Context: an optimization exercise on an open-source flow, tuned for small area. The choices shown serve that exercise and are no tape-out recipe.
At most, simulation tests tie the RTL to the original design; equivalence was not proved.

==> raven: inputs <==
// mtmp_pow_calc
module mtmp_pow_calc (
  input  logic       clk,
  input  logic       rst_n,
  input  logic       in_vld,
  input  logic [9:0] imoy_i_j,
  input  logic [9:0] imoy_ii_jj,
  input  logic [9:0] divisor,
  input  logic [1:0] pow_sel,
  output logic       out_vld,
  output logic [8:0] mtmp,
  output logic       div0
);
  function automatic logic [8:0] sq(input logic [8:0] v);
    logic t1;
    logic t2;
    logic t3;
    logic t4;
    logic t5;
    logic t6;
    logic t7;
    logic t8;
    logic t9;
    logic t10;
    logic t11;
    logic t12;
    logic t13;
    logic t14;
    logic t15;
    logic t16;
    logic t17;
    logic t18;
    logic t19;
    logic t20;
    logic t21;
    logic t22;
    logic t23;
    logic t24;
    logic t25;
    logic t26;
    logic t27;
    logic t28;
    logic t29;
    logic t30;
    logic t31;
    logic t32;
    logic t33;
    logic t34;
    logic t35;
    logic t36;
    logic t37;
    logic t38;
    logic t39;
    logic t40;
    logic t41;
    logic t42;
    logic t43;
    logic t44;
    logic t45;
    logic t46;
    logic [17:0] ra, rb, p;
    logic c;
    t1 = (v[0] & v[6]) ^ (v[1] & v[5]);
    t2 = (v[0] & v[6]) & (v[1] & v[5]);
  ...
clock: 7.0 ns
lec_check: 0
abc_area: 1
cap_margin: 5
core_margin: 2
core_utilization: 60
gpl_timing_driven: 0
slew_margin: 5
run.sh (not shown) runs the stock make flow with config.mk's settings and CLKGATE_MAP_FILE= SYNTH_SCRIPT=/design/flow/synth_recipe.tcl, a recipe that flattens the netlist after the stock synthesis.
==> inputs of onyx, as changes to raven <==
--- a/flow/design.v
+++ b/flow/design.v
@@ -7,13 +7,13 @@
   input  logic [9:0] divisor,
   input  logic [1:0] pow_sel,
   output logic       out_vld,
   output logic [8:0] mtmp,
   output logic       div0
 );
-  function automatic logic [8:0] sq(input logic [8:0] v);
+  function automatic logic [8:0] sq_hyb12(input logic [8:0] v);
     logic t1;
     logic t2;
     logic t3;
     logic t4;
     logic t5;
     logic t6;
@@ -104,55 +104,221 @@
     t43 = t24 ^ (v[5] & v[8]) ^ (v[7] & ~v[6]);
     t44 = (t24 & (v[5] & v[8])) | (t24 & (v[7] & ~v[6])) | ((v[5] & v[8]) & (v[7] & ~v[6]));
     t45 = (v[6] & v[8]) ^ (v[6] & v[7]);
     t46 = (v[6] & v[8]) & (v[6] & v[7]);
     ra = {(v[7] & v[8]), t46, t44, t42, t40, t38, t36, t34, t32, t30, t28, t26, t25, (v[0] & v[3]), (v[0] & v[2]), (v[1] & ~v[0]), 1'b0, v[0]};
     rb = {1'b0, (v[8] & ~v[7]), t45, t43, t41, t39, t37, t35, t33, t31, t29, t27, (v[1] & v[2]), (v[2] & ~v[1]), (v[0] & v[1]), 1'b0, 1'b0, 1'b0};
-    p = ra + rb;
-    sq = p[17] ? 9'h1ff : p[16:8];
+    c = 1'b0;
+    for (int i = 0; i < 12; i++) begin
+      p[i] = ra[i] ^ rb[i] ^ c;
+      c = (ra[i] & rb[i]) | (ra[i] & c) | (rb[i] & c);
+    end
+    p[17:12] = ra[17:12] + rb[17:12] + {5'd0, c};
+    sq_hyb12 = (v >= 9'd362) ? 9'h1ff : p[16:8];
+  endfunction
+  function automatic logic [8:0] sq_hyb8(input logic [8:0] v);
+    logic t1;
+    logic t2;
+    logic t3;
+    logic t4;
+    logic t5;
+    logic t6;
+    logic t7;
+    logic t8;
+    logic t9;
+    logic t10;
+    logic t11;
+    logic t12;
+    logic t13;
+    logic t14;
+    logic t15;
+    logic t16;
+    logic t17;
+    logic t18;
+    logic t19;
+    logic t20;
+    logic t21;
+    logic t22;
+    logic t23;
+    logic t24;
+    logic t25;
+    logic t26;
+    logic t27;
+    logic t28;
+    logic t29;
+    logic t30;
+    logic t31;
+    logic t32;
+    logic t33;
+    logic t34;
+    logic t35;
+    logic t36;
+    logic t37;
+    logic t38;
+    logic t39;
+    logic t40;
+    logic t41;
+    logic t42;
+    logic t43;
+    logic t44;
+    logic t45;
+    logic t46;
+    logic [17:0] ra, rb, p;
+    logic c;
+    t1 = (v[0] & v[6]) ^ (v[1] & v[5]);
+    t2 = (v[0] & v[6]) & (v[1] & v[5]);
+    t3 = (v[0] & v[7]) ^ (v[1] & v[6]);
+    t4 = (v[0] & v[7]) & (v[1] & v[6]);
+    t5 = (v[0] & v[8]) ^ (v[1] & v[7]) ^ (v[2] & v[6]);
+    t6 = ((v[0] & v[8]) & (v[1] & v[7])) | ((v[0] & v[8]) & (v[2] & v[6])) | ((v[1] & v[7]) & (v[2] & v[6]));
+    t7 = (v[1] & v[8]) ^ (v[2] & v[7]);
+    t8 = (v[1] & v[8]) & (v[2] & v[7]);
+    t9 = (v[2] & v[8]) ^ (v[3] & v[7]);
+    t10 = (v[2] & v[8]) & (v[3] & v[7]);
+    t11 = t1 ^ (v[2] & v[4]);
+    t12 = t1 & (v[2] & v[4]);
+    t13 = t2 ^ t3 ^ (v[2] & v[5]);
+    t14 = (t2 & t3) | (t2 & (v[2] & v[5])) | (t3 & (v[2] & v[5]));
+    t15 = t4 ^ t5 ^ (v[3] & v[5]);
+    t16 = (t4 & t5) | (t4 & (v[3] & v[5])) | (t5 & (v[3] & v[5]));
+    t17 = t6 ^ t7 ^ (v[3] & v[6]);
+    t18 = (t6 & t7) | (t6 & (v[3] & v[6])) | (t7 & (v[3] & v[6]));
+    t19 = t8 ^ t9 ^ (v[4] & v[6]);
+    t20 = (t8 & t9) | (t8 & (v[4] & v[6])) | (t9 & (v[4] & v[6]));
+    t21 = t10 ^ (v[3] & v[8]) ^ (v[4] & v[7]);
+    t22 = (t10 & (v[3] & v[8])) | (t10 & (v[4] & v[7])) | ((v[3] & v[8]) & (v[4] & v[7]));
+    t23 = (v[4] & v[8]) ^ (v[5] & v[7]);
+    t24 = (v[4] & v[8]) & (v[5] & v[7]);
+    t25 = (v[0] & v[4]) ^ (v[1] & v[3]);
+    t26 = (v[0] & v[4]) & (v[1] & v[3]);
+    t27 = (v[0] & v[5]) ^ (v[1] & v[4]) ^ (v[3] & ~v[2]);
+    t28 = ((v[0] & v[5]) & (v[1] & v[4])) | ((v[0] & v[5]) & (v[3] & ~v[2])) | ((v[1] & v[4]) & (v[3] & ~v[2]));
+    t29 = t11 ^ (v[2] & v[3]) ^ 1'b1;
+    t30 = (t11 & (v[2] & v[3])) | (t11 & 1'b1) | ((v[2] & v[3]) & 1'b1);
+    t31 = t12 ^ t13 ^ (v[4] & ~v[3]);
+    t32 = (t12 & t13) | (t12 & (v[4] & ~v[3])) | (t13 & (v[4] & ~v[3]));
+    t33 = t14 ^ t15 ^ (v[3] & v[4]);
+    t34 = (t14 & t15) | (t14 & (v[3] & v[4])) | (t15 & (v[3] & v[4]));
+    t35 = t16 ^ t17 ^ (v[5] & ~v[4]);
+    t36 = (t16 & t17) | (t16 & (v[5] & ~v[4])) | (t17 & (v[5] & ~v[4]));
+    t37 = t18 ^ t19 ^ (v[4] & v[5]);
+    t38 = (t18 & t19) | (t18 & (v[4] & v[5])) | (t19 & (v[4] & v[5]));
+    t39 = t20 ^ t21 ^ (v[6] & ~v[5]);
+    t40 = (t20 & t21) | (t20 & (v[6] & ~v[5])) | (t21 & (v[6] & ~v[5]));
+    t41 = t22 ^ t23 ^ (v[5] & v[6]);
+    t42 = (t22 & t23) | (t22 & (v[5] & v[6])) | (t23 & (v[5] & v[6]));
+    t43 = t24 ^ (v[5] & v[8]) ^ (v[7] & ~v[6]);
+    t44 = (t24 & (v[5] & v[8])) | (t24 & (v[7] & ~v[6])) | ((v[5] & v[8]) & (v[7] & ~v[6]));
+    t45 = (v[6] & v[8]) ^ (v[6] & v[7]);
+    t46 = (v[6] & v[8]) & (v[6] & v[7]);
+    ra = {(v[7] & v[8]), t46, t44, t42, t40, t38, t36, t34, t32, t30, t28, t26, t25, (v[0] & v[3]), (v[0] & v[2]), (v[1] & ~v[0]), 1'b0, v[0]};
+    rb = {1'b0, (v[8] & ~v[7]), t45, t43, t41, t39, t37, t35, t33, t31, t29, t27, (v[1] & v[2]), (v[2] & ~v[1]), (v[0] & v[1]), 1'b0, 1'b0, 1'b0};
+    c = 1'b0;
+    for (int i = 0; i < 8; i++) begin
+      p[i] = ra[i] ^ rb[i] ^ c;
+      c = (ra[i] & rb[i]) | (ra[i] & c) | (rb[i] & c);
+    end
+    p[17:8] = ra[17:8] + rb[17:8] + {9'd0, c};
+    sq_hyb8 = (v >= 9'd362) ? 9'h1ff : p[16:8];
+  endfunction
+  function automatic logic [10:0] step_bk(input logic [9:0] r, input logic [9:0] dv);
+    logic [10:0] t, nb, s, c;
+    logic [11:0] d;
+    logic q;
+    logic [10:0] g, p; logic [18:1] cg, cp;
+    t = {r, 1'b0};
+    nb = ~{1'b0, dv};
+    g = t & nb; p = t ^ nb;
+    cg[1] = g[0] | (p[0] & 1'b1); cp[1] = p[0] & 1'b0;
+    cg[2] = g[2] | (p[2] & g[1]); cp[2] = p[2] & p[1];
+    cg[3] = g[4] | (p[4] & g[3]); cp[3] = p[4] & p[3];
+    cg[4] = g[6] | (p[6] & g[5]); cp[4] = p[6] & p[5];
+    cg[5] = g[8] | (p[8] & g[7]); cp[5] = p[8] & p[7];
+    cg[6] = g[10] | (p[10] & g[9]); cp[6] = p[10] & p[9];
+    cg[7] = cg[2] | (cp[2] & cg[1]); cp[7] = cp[2] & cp[1];
+    cg[8] = cg[4] | (cp[4] & cg[3]); cp[8] = cp[4] & cp[3];
+    cg[9] = cg[6] | (cp[6] & cg[5]); cp[9] = cp[6] & cp[5];
+    cg[10] = cg[8] | (cp[8] & cg[7]); cp[10] = cp[8] & cp[7];
+    cg[11] = cg[9] | (cp[9] & cg[10]); cp[11] = cp[9] & cp[10];
+    cg[12] = cg[3] | (cp[3] & cg[7]); cp[12] = cp[3] & cp[7];
+    cg[13] = cg[5] | (cp[5] & cg[10]); cp[13] = cp[5] & cp[10];
+    cg[14] = g[1] | (p[1] & cg[1]); cp[14] = p[1] & cp[1];
+    cg[15] = g[3] | (p[3] & cg[7]); cp[15] = p[3] & cp[7];
+    cg[16] = g[5] | (p[5] & cg[12]); cp[16] = p[5] & cp[12];
+    cg[17] = g[7] | (p[7] & cg[10]); cp[17] = p[7] & cp[10];
+    cg[18] = g[9] | (p[9] & cg[13]); cp[18] = p[9] & cp[13];
+    c[0] = 1'b1;
+    c[1] = cg[1];
+    c[2] = cg[14];
+    c[3] = cg[7];
+    c[4] = cg[15];
+    c[5] = cg[12];
+    c[6] = cg[16];
+    c[7] = cg[10];
+    c[8] = cg[17];
+    c[9] = cg[13];
+    c[10] = cg[18];
+    q = cg[11];
+    s = p ^ c;
+    step_bk = {q, q ? s[9:0] : t[9:0]};
+  endfunction
+  function automatic logic [10:0] step_hyb4(input logic [9:0] r, input logic [9:0] dv);
+    logic [10:0] t, nb, s, c;
+    logic [11:0] d;
+    logic q;
+    t = {r, 1'b0};
+    nb = ~{1'b0, dv};
+    c[0] = 1'b1;
+    for (int i = 0; i < 4; i++) begin
+      s[i] = t[i] ^ nb[i] ^ c[i];
+      c[i+1] = (t[i] & nb[i]) | (t[i] & c[i]) | (nb[i] & c[i]);
+    end
+    {q, s[10:4]} = {1'b0, t[10:4]} + {1'b0, nb[10:4]} + {7'd0, c[4]};
+    step_hyb4 = {q, q ? s[9:0] : t[9:0]};
   endfunction
   logic [10:0] dsub_s0;
+  logic [11:0] sub8_s0;
+  logic [12:0] ssat_s0;
   logic [9:0] d_s0;
   logic sat_s0;
-  logic [11:0] sub8_s0;
   logic [9:0] r8_s0;
   logic q8_s0;
-  logic [11:0] sub7_s0;
+  logic [10:0] st7_s0;
   logic q7_s0;
   logic [9:0] r7_s0;
   logic [9:0] dv_q_s1;
   logic [1:0] ps_q_s1;
   logic sat_q_s1;
   logic [9:0] r_q_s1;
   logic q8_q_s1;
   logic q7_q_s1;
-  logic [11:0] sub6_s1;
+  logic [10:0] st6_s1;
   logic q6_s1;
   logic [9:0] r6_s1;
-  logic [11:0] sub5_s1;
+  logic [10:0] st5_s1;
   logic q5_s1;
   logic [9:0] r5_s1;
-  logic [11:0] sub4_s1;
+  logic [10:0] st4_s1;
   logic q4_s1;
   logic [9:0] r4_s1;
   logic [9:0] dv_q_s2;
   logic [1:0] ps_q_s2;
   logic sat_q_s2;
   logic [9:0] r_q_s2;
   logic q8_q_s2;
   logic q7_q_s2;
   logic q6_q_s2;
   logic q5_q_s2;
   logic q4_q_s2;
-  logic [11:0] sub3_s2;
+  logic [10:0] st3_s2;
   logic q3_s2;
   logic [9:0] r3_s2;
-  logic [11:0] sub2_s2;
+  logic [10:0] st2_s2;
   logic q2_s2;
   logic [9:0] r2_s2;
-  logic [11:0] sub1_s2;
+  logic [10:0] st1_s2;
   logic q1_s2;
   logic [9:0] r1_s2;
   logic [9:0] dv_q_s3;
   logic [1:0] ps_q_s3;
   logic sat_q_s3;
   logic [9:0] r_q_s3;
@@ -161,13 +327,13 @@
   logic q6_q_s3;
   logic q5_q_s3;
   logic q4_q_s3;
   logic q3_q_s3;
   logic q2_q_s3;
   logic q1_q_s3;
-  logic [11:0] sub0_s3;
+  logic [10:0] st0_s3;
   logic q0_s3;
   logic [8:0] x0_s3;
   logic z_s3;
   logic [8:0] x1_s3;
   logic [8:0] x_q_s4;
   logic [1:0] ps_q_s4;
@@ -177,46 +343,47 @@
   logic [8:0] x_q_s5;
   logic z_q_s5;
   logic p3_q_s5;
   logic [8:0] x3_s5;
   logic [4:0] vld_q;
   assign dsub_s0 = {1'b0, imoy_i_j} - {1'b0, imoy_ii_jj};
+  assign sub8_s0 = {2'b0, imoy_i_j} - {2'b0, imoy_ii_jj} - {2'b0, divisor};
+  assign ssat_s0 = {3'b0, imoy_i_j} - {3'b0, imoy_ii_jj} - {2'b0, divisor, 1'b0};
   assign d_s0 = dsub_s0[10] ? 10'd0 : dsub_s0[9:0];
-  assign sat_s0 = {1'b0, d_s0} >= {divisor, 1'b0};
-  assign sub8_s0 = {2'b0, d_s0} - {2'b0, divisor};
+  assign sat_s0 = ~ssat_s0[12] | (divisor == 10'd0);
   assign q8_s0 = ~sub8_s0[11];
   assign r8_s0 = q8_s0 ? sub8_s0[9:0] : d_s0;
-  assign sub7_s0 = {1'b0, r8_s0, 1'b0} - {2'b0, divisor};
-  assign q7_s0 = ~sub7_s0[11];
-  assign r7_s0 = q7_s0 ? sub7_s0[9:0] : {r8_s0[8:0], 1'b0};
-  assign sub6_s1 = {1'b0, r_q_s1, 1'b0} - {2'b0, dv_q_s1};
-  assign q6_s1 = ~sub6_s1[11];
-  assign r6_s1 = q6_s1 ? sub6_s1[9:0] : {r_q_s1[8:0], 1'b0};
-  assign sub5_s1 = {1'b0, r6_s1, 1'b0} - {2'b0, dv_q_s1};
-  assign q5_s1 = ~sub5_s1[11];
-  assign r5_s1 = q5_s1 ? sub5_s1[9:0] : {r6_s1[8:0], 1'b0};
-  assign sub4_s1 = {1'b0, r5_s1, 1'b0} - {2'b0, dv_q_s1};
-  assign q4_s1 = ~sub4_s1[11];
-  assign r4_s1 = q4_s1 ? sub4_s1[9:0] : {r5_s1[8:0], 1'b0};
-  assign sub3_s2 = {1'b0, r_q_s2, 1'b0} - {2'b0, dv_q_s2};
-  assign q3_s2 = ~sub3_s2[11];
-  assign r3_s2 = q3_s2 ? sub3_s2[9:0] : {r_q_s2[8:0], 1'b0};
-  assign sub2_s2 = {1'b0, r3_s2, 1'b0} - {2'b0, dv_q_s2};
-  assign q2_s2 = ~sub2_s2[11];
-  assign r2_s2 = q2_s2 ? sub2_s2[9:0] : {r3_s2[8:0], 1'b0};
-  assign sub1_s2 = {1'b0, r2_s2, 1'b0} - {2'b0, dv_q_s2};
-  assign q1_s2 = ~sub1_s2[11];
-  assign r1_s2 = q1_s2 ? sub1_s2[9:0] : {r2_s2[8:0], 1'b0};
-  assign sub0_s3 = {1'b0, r_q_s3, 1'b0} - {2'b0, dv_q_s3};
-  assign q0_s3 = ~sub0_s3[11];
+  assign st7_s0 = step_bk(r8_s0, divisor);
+  assign q7_s0 = st7_s0[10];
+  assign r7_s0 = st7_s0[9:0];
+  assign st6_s1 = step_bk(r_q_s1, dv_q_s1);
+  assign q6_s1 = st6_s1[10];
+  assign r6_s1 = st6_s1[9:0];
+  assign st5_s1 = step_bk(r6_s1, dv_q_s1);
+  assign q5_s1 = st5_s1[10];
+  assign r5_s1 = st5_s1[9:0];
+  assign st4_s1 = step_hyb4(r5_s1, dv_q_s1);
+  assign q4_s1 = st4_s1[10];
+  assign r4_s1 = st4_s1[9:0];
+  assign st3_s2 = step_bk(r_q_s2, dv_q_s2);
+  assign q3_s2 = st3_s2[10];
+  assign r3_s2 = st3_s2[9:0];
+  assign st2_s2 = step_bk(r3_s2, dv_q_s2);
+  assign q2_s2 = st2_s2[10];
+  assign r2_s2 = st2_s2[9:0];
+  assign st1_s2 = step_hyb4(r2_s2, dv_q_s2);
+  assign q1_s2 = st1_s2[10];
+  assign r1_s2 = st1_s2[9:0];
+  assign st0_s3 = step_bk(r_q_s3, dv_q_s3);
+  assign q0_s3 = st0_s3[10];
   assign x0_s3 = sat_q_s3 ? 9'h1ff : {q8_q_s3, q7_q_s3, q6_q_s3, q5_q_s3, q4_q_s3, q3_q_s3, q2_q_s3, q1_q_s3, q0_s3};
   assign z_s3 = dv_q_s3 == 10'd0;
-  assign x1_s3 = (ps_q_s3 != 2'd0) ? sq(x0_s3) : x0_s3;
-  assign x2_s4 = ps_q_s4[1] ? sq(x_q_s4) : x_q_s4;
+  assign x1_s3 = (ps_q_s3 != 2'd0) ? sq_hyb12(x0_s3) : x0_s3;
+  assign x2_s4 = ps_q_s4[1] ? sq_hyb12(x_q_s4) : x_q_s4;
   assign p3_s4 = &ps_q_s4;
-  assign x3_s5 = p3_q_s5 ? sq(x_q_s5) : x_q_s5;
+  assign x3_s5 = p3_q_s5 ? sq_hyb8(x_q_s5) : x_q_s5;
   always_ff @(posedge clk or negedge rst_n)
     if (!rst_n) vld_q <= '0;
     else vld_q <= {vld_q[3:0], in_vld};
   always_ff @(posedge clk) begin
     dv_q_s1 <= divisor;
     ps_q_s1 <= pow_sel;
==> flow/config.mk (replaced) <==
export PLATFORM = sky130hd
export DESIGN_NAME = mtmp_pow_calc
export DESIGN_NICKNAME = mtmp_pow_calc
export VERILOG_FILES = /design/flow/design.v
export SDC_FILE = /design/flow/constraint.sdc
export NUM_CORES = 4
export LEC_CHECK = 0
export CAP_MARGIN = 20
export CORE_MARGIN = 2
export CORE_UTILIZATION = 40
export SLEW_MARGIN = 20
==> inputs of juniper, as changes to raven <==
--- a/flow/design.v
+++ b/flow/design.v
@@ -105,18 +105,123 @@
     t44 = (t24 & (v[5] & v[8])) | (t24 & (v[7] & ~v[6])) | ((v[5] & v[8]) & (v[7] & ~v[6]));
     t45 = (v[6] & v[8]) ^ (v[6] & v[7]);
     t46 = (v[6] & v[8]) & (v[6] & v[7]);
     ra = {(v[7] & v[8]), t46, t44, t42, t40, t38, t36, t34, t32, t30, t28, t26, t25, (v[0] & v[3]), (v[0] & v[2]), (v[1] & ~v[0]), 1'b0, v[0]};
     rb = {1'b0, (v[8] & ~v[7]), t45, t43, t41, t39, t37, t35, t33, t31, t29, t27, (v[1] & v[2]), (v[2] & ~v[1]), (v[0] & v[1]), 1'b0, 1'b0, 1'b0};
     p = ra + rb;
-    sq = p[17] ? 9'h1ff : p[16:8];
+    sq = (v >= 9'd362) ? 9'h1ff : p[16:8];
+  endfunction
+  function automatic logic [8:0] sq_r(input logic [8:0] v);
+    logic t1;
+    logic t2;
+    logic t3;
+    logic t4;
+    logic t5;
+    logic t6;
+    logic t7;
+    logic t8;
+    logic t9;
+    logic t10;
+    logic t11;
+    logic t12;
+    logic t13;
+    logic t14;
+    logic t15;
+    logic t16;
+    logic t17;
+    logic t18;
+    logic t19;
+    logic t20;
+    logic t21;
+    logic t22;
+    logic t23;
+    logic t24;
+    logic t25;
+    logic t26;
+    logic t27;
+    logic t28;
+    logic t29;
+    logic t30;
+    logic t31;
+    logic t32;
+    logic t33;
+    logic t34;
+    logic t35;
+    logic t36;
+    logic t37;
+    logic t38;
+    logic t39;
+    logic t40;
+    logic t41;
+    logic t42;
+    logic t43;
+    logic t44;
+    logic t45;
+    logic t46;
+    logic [17:0] ra, rb, p;
+    logic c;
+    t1 = (v[0] & v[6]) ^ (v[1] & v[5]);
+    t2 = (v[0] & v[6]) & (v[1] & v[5]);
+    t3 = (v[0] & v[7]) ^ (v[1] & v[6]);
+    t4 = (v[0] & v[7]) & (v[1] & v[6]);
+    t5 = (v[0] & v[8]) ^ (v[1] & v[7]) ^ (v[2] & v[6]);
+    t6 = ((v[0] & v[8]) & (v[1] & v[7])) | ((v[0] & v[8]) & (v[2] & v[6])) | ((v[1] & v[7]) & (v[2] & v[6]));
+    t7 = (v[1] & v[8]) ^ (v[2] & v[7]);
+    t8 = (v[1] & v[8]) & (v[2] & v[7]);
+    t9 = (v[2] & v[8]) ^ (v[3] & v[7]);
+    t10 = (v[2] & v[8]) & (v[3] & v[7]);
+    t11 = t1 ^ (v[2] & v[4]);
+    t12 = t1 & (v[2] & v[4]);
+    t13 = t2 ^ t3 ^ (v[2] & v[5]);
+    t14 = (t2 & t3) | (t2 & (v[2] & v[5])) | (t3 & (v[2] & v[5]));
+    t15 = t4 ^ t5 ^ (v[3] & v[5]);
+    t16 = (t4 & t5) | (t4 & (v[3] & v[5])) | (t5 & (v[3] & v[5]));
+    t17 = t6 ^ t7 ^ (v[3] & v[6]);
+    t18 = (t6 & t7) | (t6 & (v[3] & v[6])) | (t7 & (v[3] & v[6]));
+    t19 = t8 ^ t9 ^ (v[4] & v[6]);
+    t20 = (t8 & t9) | (t8 & (v[4] & v[6])) | (t9 & (v[4] & v[6]));
+    t21 = t10 ^ (v[3] & v[8]) ^ (v[4] & v[7]);
+    t22 = (t10 & (v[3] & v[8])) | (t10 & (v[4] & v[7])) | ((v[3] & v[8]) & (v[4] & v[7]));
+    t23 = (v[4] & v[8]) ^ (v[5] & v[7]);
+    t24 = (v[4] & v[8]) & (v[5] & v[7]);
+    t25 = (v[0] & v[4]) ^ (v[1] & v[3]);
+    t26 = (v[0] & v[4]) & (v[1] & v[3]);
+    t27 = (v[0] & v[5]) ^ (v[1] & v[4]) ^ (v[3] & ~v[2]);
+    t28 = ((v[0] & v[5]) & (v[1] & v[4])) | ((v[0] & v[5]) & (v[3] & ~v[2])) | ((v[1] & v[4]) & (v[3] & ~v[2]));
+    t29 = t11 ^ (v[2] & v[3]) ^ 1'b1;
+    t30 = (t11 & (v[2] & v[3])) | (t11 & 1'b1) | ((v[2] & v[3]) & 1'b1);
+    t31 = t12 ^ t13 ^ (v[4] & ~v[3]);
+    t32 = (t12 & t13) | (t12 & (v[4] & ~v[3])) | (t13 & (v[4] & ~v[3]));
+    t33 = t14 ^ t15 ^ (v[3] & v[4]);
+    t34 = (t14 & t15) | (t14 & (v[3] & v[4])) | (t15 & (v[3] & v[4]));
+    t35 = t16 ^ t17 ^ (v[5] & ~v[4]);
+    t36 = (t16 & t17) | (t16 & (v[5] & ~v[4])) | (t17 & (v[5] & ~v[4]));
+    t37 = t18 ^ t19 ^ (v[4] & v[5]);
+    t38 = (t18 & t19) | (t18 & (v[4] & v[5])) | (t19 & (v[4] & v[5]));
+    t39 = t20 ^ t21 ^ (v[6] & ~v[5]);
+    t40 = (t20 & t21) | (t20 & (v[6] & ~v[5])) | (t21 & (v[6] & ~v[5]));
+    t41 = t22 ^ t23 ^ (v[5] & v[6]);
+    t42 = (t22 & t23) | (t22 & (v[5] & v[6])) | (t23 & (v[5] & v[6]));
+    t43 = t24 ^ (v[5] & v[8]) ^ (v[7] & ~v[6]);
+    t44 = (t24 & (v[5] & v[8])) | (t24 & (v[7] & ~v[6])) | ((v[5] & v[8]) & (v[7] & ~v[6]));
+    t45 = (v[6] & v[8]) ^ (v[6] & v[7]);
+    t46 = (v[6] & v[8]) & (v[6] & v[7]);
+    ra = {(v[7] & v[8]), t46, t44, t42, t40, t38, t36, t34, t32, t30, t28, t26, t25, (v[0] & v[3]), (v[0] & v[2]), (v[1] & ~v[0]), 1'b0, v[0]};
+    rb = {1'b0, (v[8] & ~v[7]), t45, t43, t41, t39, t37, t35, t33, t31, t29, t27, (v[1] & v[2]), (v[2] & ~v[1]), (v[0] & v[1]), 1'b0, 1'b0, 1'b0};
+    c = 1'b0;
+    for (int i = 0; i < 18; i++) begin
+      p[i] = ra[i] ^ rb[i] ^ c;
+      c = (ra[i] & rb[i]) | (ra[i] & c) | (rb[i] & c);
+    end
+    sq_r = (v >= 9'd362) ? 9'h1ff : p[16:8];
   endfunction
   logic [10:0] dsub_s0;
+  logic [11:0] sub8_s0;
+  logic [12:0] ssat_s0;
   logic [9:0] d_s0;
   logic sat_s0;
-  logic [11:0] sub8_s0;
   logic [9:0] r8_s0;
   logic q8_s0;
   logic [11:0] sub7_s0;
   logic q7_s0;
   logic [9:0] r7_s0;
   logic [9:0] dv_q_s1;
@@ -177,15 +282,16 @@
   logic [8:0] x_q_s5;
   logic z_q_s5;
   logic p3_q_s5;
   logic [8:0] x3_s5;
   logic [4:0] vld_q;
   assign dsub_s0 = {1'b0, imoy_i_j} - {1'b0, imoy_ii_jj};
+  assign sub8_s0 = {2'b0, imoy_i_j} - {2'b0, imoy_ii_jj} - {2'b0, divisor};
+  assign ssat_s0 = {3'b0, imoy_i_j} - {3'b0, imoy_ii_jj} - {2'b0, divisor, 1'b0};
   assign d_s0 = dsub_s0[10] ? 10'd0 : dsub_s0[9:0];
-  assign sat_s0 = {1'b0, d_s0} >= {divisor, 1'b0};
-  assign sub8_s0 = {2'b0, d_s0} - {2'b0, divisor};
+  assign sat_s0 = ~ssat_s0[12] | (divisor == 10'd0);
   assign q8_s0 = ~sub8_s0[11];
   assign r8_s0 = q8_s0 ? sub8_s0[9:0] : d_s0;
   assign sub7_s0 = {1'b0, r8_s0, 1'b0} - {2'b0, divisor};
   assign q7_s0 = ~sub7_s0[11];
   assign r7_s0 = q7_s0 ? sub7_s0[9:0] : {r8_s0[8:0], 1'b0};
   assign sub6_s1 = {1'b0, r_q_s1, 1'b0} - {2'b0, dv_q_s1};
@@ -208,13 +314,13 @@
   assign r1_s2 = q1_s2 ? sub1_s2[9:0] : {r2_s2[8:0], 1'b0};
   assign sub0_s3 = {1'b0, r_q_s3, 1'b0} - {2'b0, dv_q_s3};
   assign q0_s3 = ~sub0_s3[11];
   assign x0_s3 = sat_q_s3 ? 9'h1ff : {q8_q_s3, q7_q_s3, q6_q_s3, q5_q_s3, q4_q_s3, q3_q_s3, q2_q_s3, q1_q_s3, q0_s3};
   assign z_s3 = dv_q_s3 == 10'd0;
   assign x1_s3 = (ps_q_s3 != 2'd0) ? sq(x0_s3) : x0_s3;
-  assign x2_s4 = ps_q_s4[1] ? sq(x_q_s4) : x_q_s4;
+  assign x2_s4 = ps_q_s4[1] ? sq_r(x_q_s4) : x_q_s4;
   assign p3_s4 = &ps_q_s4;
   assign x3_s5 = p3_q_s5 ? sq(x_q_s5) : x_q_s5;
   always_ff @(posedge clk or negedge rst_n)
     if (!rst_n) vld_q <= '0;
     else vld_q <= {vld_q[3:0], in_vld};
   always_ff @(posedge clk) begin
==> flow/config.mk (replaced) <==
export PLATFORM = sky130hd
export DESIGN_NAME = mtmp_pow_calc
export DESIGN_NICKNAME = mtmp_pow_calc
export VERILOG_FILES = /design/flow/design.v
export SDC_FILE = /design/flow/constraint.sdc
export NUM_CORES = 4
export LEC_CHECK = 0
export CAP_MARGIN = 5
export CORE_MARGIN = 2
export CORE_UTILIZATION = 60
export GPL_TIMING_DRIVEN = 0
export SLEW_MARGIN = 5
==> impl_metrics.py <==
metrics = {
    "run_status": {
        "outcome": "timing/DRC/antenna clean",
    },
    "synth": {
        "netlist_top_cells_count": "nand2_1, inv_1, ha_1",
    },
    "placed_design": {
        "dp_hpwl_mm": 23.2,
    },
    "floorplanning": {
        "core_um2": 20400,
    },
    "sta": {
        "fmax_mhz": 154,
        "fin_skew_ns": 0.00767,
    },
    "worst_setup_path": {
        "cp_top_family": "simple AND/OR/NAND/NOR gates",
    },
    "layout": {
        "nNonClkInverters": 335,
    },
}
the above is filed under raven

==> impl_metrics.py <==
metrics = {
    "synth": {
        "netlist_top_cells_count": "inv_1, ha_1, dfxtp_1",
    },
    "sta": {
        "fmax_mhz": 150,
        "fin_skew_ns": 0.00835,
    },
    "layout": {
        "seqCellArea_um2": 2270,
        "nNonClkInverters": 140,
    },
    "run_status": {
        "outcome": "timing/DRC/antenna clean",
    },
    "placed_design": {
        "dp_hpwl_mm": 18.2,
    },
    "floorplanning": {
        "core_um2": 25900,
        "tapCellCount": 335,
    },
    "worst_setup_path": {
        "r2r_cells": 27,
        "crit_fanout": 8,
    },
}
the above is filed under onyx

==> impl_metrics.py <==
metrics = {
    "sta": {
        "fmax_mhz": 149,
        "fin_skew_ns": 0.00669,
    },
    "layout": {
        "nNonClkInverters": 127,
    },
    "floorplanning": {
        "core_um2": 17200,
    },
    "synth": {
        "netlist_top_cells_count": "ha_1, inv_1, dfxtp_1",
    },
    "routing": {
        "route.met3.wl_um": 559,
        "ant_nets": 0,
    },
    "hold_path": {
        "hold_depth": 0,
    },
    "worst_setup_path": {
        "cp_top_family": "compound AO/OA/AOI/OAI gates",
    },
    "run_status": {
        "outcome": "timing/DRC/antenna clean",
    },
}
the above is filed under juniper

The RTL of raven and onyx was laid out without a check of its function.

==> separate check: timing with driven ports <==
The results above use ideal ports. As a check the final layouts listed here were re-extracted and re-timed, cells and wires unchanged.
Step 1: set_driving_cell puts a clkbuf_16 on clk and a buf_2 on each other input, an assumption about the parent block.
Step 2 adds t to the input delays and takes it off the output delays; t is the mean of the earliest and latest rising clock arrival at the registers after step 1. Input paths then give back, and output paths get back, about the clock's delay inside the block.
Slacks: ideal / step 1 / step 2; pairs: ideal / step 1.
run | t (ns) | setup slack, ns | hold WS [ns] | worst register clock-pin slew, ns
raven | 0.403 | 0.509 / 0.525 / 0.122 | 0.327 / 0.327 / 0.327 | 0.08 / 0.08
onyx | 0.402 | 0.314 / 0.314 / 0.102 | 0.331 / 0.331 / 0.331 | 0.08 / 0.08
juniper | 0.399 | 0.298 / 0.324 / -0.075 | 0.327 / 0.327 / 0.327 | 0.07 / 0.07
Met with ideal ports but missed after step 2: setup timing in juniper. The setup slack of raven, which loses most, moves by +0.016 ns with the drivers and by -0.387 ns with both steps.
